What follows belongs to an exercise in optimizing a design on an open flow for small area; a production flow would make more cautious choices. Only simulation tests tie the RTL to the original design; equivalence was not proved. Power and IR drop assume default switching activity. The flow treats the clock pin as an ideal source, which a real chip does not have.

==> flow/design.v (excerpt) <==
module stereo_cap_top (
    input  logic               clk_50_4m,
    input  logic               rst,
    input  logic               cam_vsync,
    input  logic               cam_href,
    input  logic               cam_byte_valid,
    input  logic [7:0]         cam_data,
    output logic               vid_hs,
    output logic               vid_vs,
    output logic               vid_de,
    output logic [23:0]        vid_rgb,     
    output logic [8-1:0] frames_stored,
    output logic [8-1:0] frames_dropped
);
    logic                pix_valid;
    logic [15:0]         pix;
    logic                cam_frame_start;
    logic                mem_wr_en;
    ctrl_pkg::bank_t     mem_wr_bank;
    ctrl_pkg::fb_addr_t  mem_wr_addr;
    logic [15:0]         mem_wr_data;
    logic                mem_wr_restart;
    logic                mem_rd_en;
    ctrl_pkg::bank_t     mem_rd_bank;
    logic [15:0]         mem_rd_data;     
    logic                vt_de;
    logic [2:0]          vt_row;
    logic                vt_frame_start;
    logic [3:0]          vt_phase;
    cam_capture cam_capture0 (
        .clk_50_4m       (clk_50_4m),
        .rst             (rst),
  ...
make LEC_CHECK=0 CAP_MARGIN=20 CORE_MARGIN=2 CORE_UTILIZATION=60 CTS_BUF_LIST=sky130_fd_sc_hd__clkbuf_8 CTS_CLUSTER_SIZE=40 SLEW_MARGIN=20 SYNTH_MEMORY_MAX_BITS=8192 finish   # period 10.0 ns
run.sh (not shown) runs the stock make flow with config.mk's settings and CLKGATE_MAP_FILE= SYNTH_SCRIPT=/design/flow/synth_recipe.tcl, a recipe that flattens the netlist after the stock synthesis.
The first run completed with no timing, DRC or antenna violations.
Then changed:
- CORE_UTILIZATION: 60 -> 45
- CTS_BUF_LIST: sky130_fd_sc_hd__clkbuf_8 -> not set
- CTS_CLUSTER_SIZE: 40 -> not set
After rerunning: Critical path depth rose by 1; count of clock-buffer cells in the layout goes down by 217; via count drops by 2.7%; utilization is lower by 17 points; non-clock buffer count shrinks by 21.
Then changed:
- CORE_UTILIZATION: 45 -> 60
- CTS_CLUSTER_DIAMETER: not set -> 100
- CTS_CLUSTER_SIZE: not set -> 30
After rerunning: The changed run completed without violations. Power decreases by about a fifth. Worst setup slack gets worse by 0.20 ns. Wire length drops by a few percent. Final area drops by a little under a tenth. Cell count drops by roughly a tenth. Core utilization rose by 12 points. Hold slack improves by 0.060 ns.
Then changed:
- CORE_UTILIZATION: 60 -> 70
- CTS_CLUSTER_SIZE: 30 -> 26
After rerunning: Fmax goes up by a few percent. Sequential power stays flat. Cell area hardly moves. First-iteration DRC count goes up by a few percent. Clock power goes up by a few percent. Global-route usage goes up by 3.7 points. Routed wire length goes up slightly. Non-clock buffer count goes down by 14.

========
Another version of the RTL of stereo_cap_top (not shown whole).
For scale: roughly 56 I/O pins.
export LEC_CHECK = 0
export CAP_MARGIN = 20
export CORE_MARGIN = 2
export CORE_UTILIZATION = 70
export SLEW_MARGIN = 20
export SYNTH_MEMORY_MAX_BITS = 8192
create_clock -name core_clock -period 10.0 [get_ports {clk_50_4m}]
standard.sh (not shown) runs the stock make flow with config.mk's settings and CLKGATE_MAP_FILE= SYNTH_SCRIPT=/design/flow/synth_recipe.tcl, a recipe that flattens the netlist after the stock synthesis.
==> flow/flow/run.sh <==
#!/bin/bash
# The standard layout (standard.sh) with three changes to how it is made:
#  - synthesis: the standard flow's synthesis script unchanged, except that its ABC
#    technology mapping uses an area-oriented script (flow/abc_map.script)
#    in place of ORFS's speed script. Flip-flops are mapped before ABC
#    runs, so the registers are those of the standard synthesis.
#  - clock tree: sink clusters of up to 34 flops within 60 um, each
#    driven by a clkbuf_16, clkbuf_8 for the levels above them, and no
#    dummy loads (they only pad leaf buffers for balance)
#  - port buffers: the smallest buffer, buf_1, instead of the default pick
# Floorplan, power grid, taps, placement and routing are the standard
# flow. make's full output goes to standard.log in this folder; ORFS's
# per-step logs stay under orfs/logs.
set -euo pipefail
W=$PWD
cat > "$W/area_synth.tcl" <<EOF
proc abc {args} {
  set i [lsearch \$args -script]
  if {\$i >= 0} { lset args [expr {\$i + 1}] $W/flow/abc_map.script }
  yosys abc {*}\$args
}
source $W/synth_recipe.tcl
EOF
export CTS_ARGS="-sink_clustering_enable -repair_clock_nets -sink_clustering_size 34 -sink_clustering_max_diameter 60 -dont_use_dummy_load -sink_clustering_buffer sky130_fd_sc_hd__clkbuf_16 -tree_buf sky130_fd_sc_hd__clkbuf_8"
export BUFFER_PORTS_ARGS="-buffer_cell sky130_fd_sc_hd__buf_1"
bash standard.sh finish "SYNTH_SCRIPT=$W/area_synth.tcl" > standard.log 2>&1
==> flow/flow/abc_map.script <==
strash
dch
amap
topo
stime -c
Next try:
--- a/flow/flow/run.sh
+++ b/flow/flow/run.sh
@@ -5,6 +5,5 @@
 #    in place of ORFS's speed script. Flip-flops are mapped before ABC
 #    runs, so the registers are those of the standard synthesis.
-#  - clock tree: sink clusters of up to 34 flops within 60 um, each
-#    driven by a clkbuf_16, clkbuf_8 for the levels above them, and no
+#  - clock tree: sink clusters of up to 34 flops within 60 um, and no
 #    dummy loads (they only pad leaf buffers for balance)
 #  - port buffers: the smallest buffer, buf_1, instead of the default pick
@@ -22,5 +21,5 @@
 source $W/synth_recipe.tcl
 EOF
-export CTS_ARGS="-sink_clustering_enable -repair_clock_nets -sink_clustering_size 34 -sink_clustering_max_diameter 60 -dont_use_dummy_load -sink_clustering_buffer sky130_fd_sc_hd__clkbuf_16 -tree_buf sky130_fd_sc_hd__clkbuf_8"
+export CTS_ARGS="-sink_clustering_enable -repair_clock_nets -sink_clustering_size 34 -sink_clustering_max_diameter 60 -dont_use_dummy_load"
 export BUFFER_PORTS_ARGS="-buffer_cell sky130_fd_sc_hd__buf_1"
 bash standard.sh finish "SYNTH_SCRIPT=$W/area_synth.tcl" > standard.log 2>&1
Outcome: The changed run ran to the end with no violations; sequential share of layout area is lower by 0.15 points; routed wire length is about the same; setup slack improved by 0.061 ns; hold slack stays flat; flip-flop and latch count stays the same.
Next try:
--- a/flow/config.mk
+++ b/flow/config.mk
@@ -6,7 +6,7 @@
 export NUM_CORES = 4
 export LEC_CHECK = 0
-export CAP_MARGIN = 20
+export CAP_MARGIN = 5
 export CORE_MARGIN = 2
 export CORE_UTILIZATION = 70
-export SLEW_MARGIN = 20
+export SLEW_MARGIN = 5
 export SYNTH_MEMORY_MAX_BITS = 8192
Effect: The changed run completed without violations. Final cell count barely changes. First-iteration DRC count fell slightly. Utilization stays flat. Worst setup slack gets worse by 0.028 ns. Synthesized area is unchanged.

========
Another version of the RTL of stereo_cap_top (not shown whole).
Size in the first run: ~5600 cells after synthesis, roughly 56 I/O pins, ~0.093 mm2 of cells after synthesis.
==> flow/config.mk <==
export PLATFORM = sky130hd
export DESIGN_NAME = stereo_cap_top
export DESIGN_NICKNAME = stereo_cap_top
export VERILOG_FILES = /design/flow/design.v
export SDC_FILE = /design/flow/constraint.sdc
export NUM_CORES = 4
export LEC_CHECK = 0
export CAP_MARGIN = 20
export CORE_MARGIN = 2
export CORE_UTILIZATION = 70
export CTS_CLUSTER_DIAMETER = 100
export CTS_CLUSTER_SIZE = 26
export SLEW_MARGIN = 20
export SYNTH_MEMORY_MAX_BITS = 8192
==> flow/constraint.sdc <==
create_clock -name core_clock -period 10.0 [get_ports {clk_50_4m}]
set_input_delay 2.0000 -clock core_clock [delete_from_list [all_inputs] [get_ports {clk_50_4m}]]
set_output_delay 2.0000 -clock core_clock [all_outputs]
set_load 0.01 [all_outputs]
==> flow/flow/run.sh <==
#!/bin/bash
# The standard layout (standard.sh) with three changes to how it is made:
#  - synthesis: the standard flow's synthesis script unchanged, except that its ABC
#    technology mapping uses an area-oriented script (flow/abc_map.script)
#    in place of ORFS's speed script. Flip-flops are mapped before ABC
#    runs, so the registers are those of the standard synthesis.
#  - clock tree: sink clusters of up to 34 flops within 60 um, and no
#    dummy loads (they only pad leaf buffers for balance)
#  - port buffers: the smallest buffer, buf_1, instead of the default pick
# Floorplan, power grid, taps, placement and routing are the standard
# flow. make's full output goes to standard.log in this folder; ORFS's
# per-step logs stay under orfs/logs.
set -euo pipefail
W=$PWD
cat > "$W/area_synth.tcl" <<EOF
proc abc {args} {
  set i [lsearch \$args -script]
  if {\$i >= 0} { lset args [expr {\$i + 1}] $W/flow/abc_map.script }
  yosys abc {*}\$args
}
source $W/synth_recipe.tcl
EOF
export CTS_ARGS="-sink_clustering_enable -repair_clock_nets -sink_clustering_size 34 -sink_clustering_max_diameter 60 -dont_use_dummy_load"
export BUFFER_PORTS_ARGS="-buffer_cell sky130_fd_sc_hd__buf_1"
bash standard.sh finish "SYNTH_SCRIPT=$W/area_synth.tcl" > standard.log 2>&1
Scripts as last shown in full above: flow/flow/abc_map.script
Rerun with:
--- a/flow/flow/run.sh
+++ b/flow/flow/run.sh
@@ -7 +7 @@
-#  - clock tree: sink clusters of up to 34 flops within 60 um, and no
+#  - clock tree: sink clusters of up to 36 flops within 70 um, and no
@@ -23 +23 @@
-export CTS_ARGS="-sink_clustering_enable -repair_clock_nets -sink_clustering_size 34 -sink_clustering_max_diameter 60 -dont_use_dummy_load"
+export CTS_ARGS="-sink_clustering_enable -repair_clock_nets -sink_clustering_size 36 -sink_clustering_max_diameter 70 -dont_use_dummy_load"
--- a/flow/config.mk
+++ b/flow/config.mk
@@ -10,3 +10 @@
-export CORE_UTILIZATION = 70
-export CTS_CLUSTER_DIAMETER = 100
-export CTS_CLUSTER_SIZE = 26
+export CORE_UTILIZATION = 85
This time the run did not get past detailed placement (3_5_place_dp).
Synthesized cell count does not change.
Area after synthesis does not change.

========
Another version of the RTL of stereo_cap_top (not shown whole).
For scale: ~5500 cells after synthesis, about 56 I/O pins, roughly 95000 µm² of cells after synthesis.
clock: 10.0 ns
lec_check: 0
cap_margin: 20
core_margin: 2
core_utilization: 70
cts_cluster_diameter: 100
cts_cluster_size: 26
slew_margin: 20
synth_memory_max_bits: 8192
==> flow/flow/run.sh <==
#!/bin/bash
# The standard layout (standard.sh), with two changes to how it is made:
#  - clock tree: sink clusters of up to 26 flops within 100 um, and no
#    dummy loads (they only pad leaf buffers for balance)
#  - port buffers: the smallest buffer, buf_1, instead of the default pick
# Everything else (synthesis, floorplan, power grid, taps, placement,
# routing) is the standard flow. make's full output goes to
# standard.log in this folder; ORFS's per-step logs stay under orfs/logs.
set -euo pipefail
export CTS_ARGS="-sink_clustering_enable -repair_clock_nets -sink_clustering_size 26 -sink_clustering_max_diameter 100 -dont_use_dummy_load"
export BUFFER_PORTS_ARGS="-buffer_cell sky130_fd_sc_hd__buf_1"
bash standard.sh finish > standard.log 2>&1
The baseline went through all stages and came out clean.
Rerun with:
==> flow/run.sh (new file) <==
#!/bin/bash
# synth_recipe.tcl (not shown) runs the flow's synth.tcl, then flattens the netlist and writes it again
# the make line also repeats each setting of config.mk as NAME=value (left out here)
make -C /OpenROAD-flow-scripts/flow DESIGN_CONFIG=/design/flow/config.mk WORK_HOME=/design/flow/orfs CLKGATE_MAP_FILE= SYNTH_SCRIPT=/design/flow/synth_recipe.tcl finish
removed: flow/flow/run.sh
removed: flow/standard.sh
- hold slack gets better by 0.037 ns
- routed wire length drops by 0.97%
- worst setup slack gets worse by 0.53 ns
- global-route usage drops by 0.20 points
- sequential share of layout area drops by 0.55 points

-- static timing again, ports no longer ideal --
How much do the figures lean on ideal ports? The routed layouts below were timed once more, with nothing changed but the port constraints. Step 1 (the two cells are an assumption about what drives the block):
set clk [get_ports {clk_50_4m}]
set_driving_cell -lib_cell sky130_fd_sc_hd__clkbuf_16 $clk
set_driving_cell -lib_cell sky130_fd_sc_hd__buf_2 [delete_from_list [all_inputs] $clk]
Step 2 moves the port delays by t, midway between the first and last clock arrival at a register: inputs arrive t later, outputs are due t later. That takes back most of the time a late clock gives input paths. Slacks: no drivers / after step 1 / after step 2; pairs: no drivers / after step 1.
run | t (ns) | setup WS [ns] | cell pins on the clock port's net
the first run of note 1 | 1.105 | 5.637 / 5.637 / 5.637 | 1
the second run of note 1 | 0.994 | 5.829 / 5.829 / 5.829 | 1
the third run of note 1 | 0.903 | 5.632 / 5.632 / 5.632 | 1
the fourth run of note 1 | 0.887 | 5.731 / 5.731 / 5.731 | 1
the first run of note 2 | 0.857 | 3.779 / 3.704 / 4.561 | 1
the second run of note 2 | 0.847 | 3.840 / 3.766 / 4.613 | 1
the third run of note 2 | 0.853 | 3.812 / 3.732 / 4.585 | 1
the first run of note 3 | 0.851 | 3.536 / 3.461 / 4.312 | 1
the first run of note 4 | 0.873 | 4.017 / 3.934 / 4.807 | 1
the second run of note 4 | 0.892 | 3.482 / 3.406 / 4.298 | 1
After both steps every run listed still meets setup and hold.
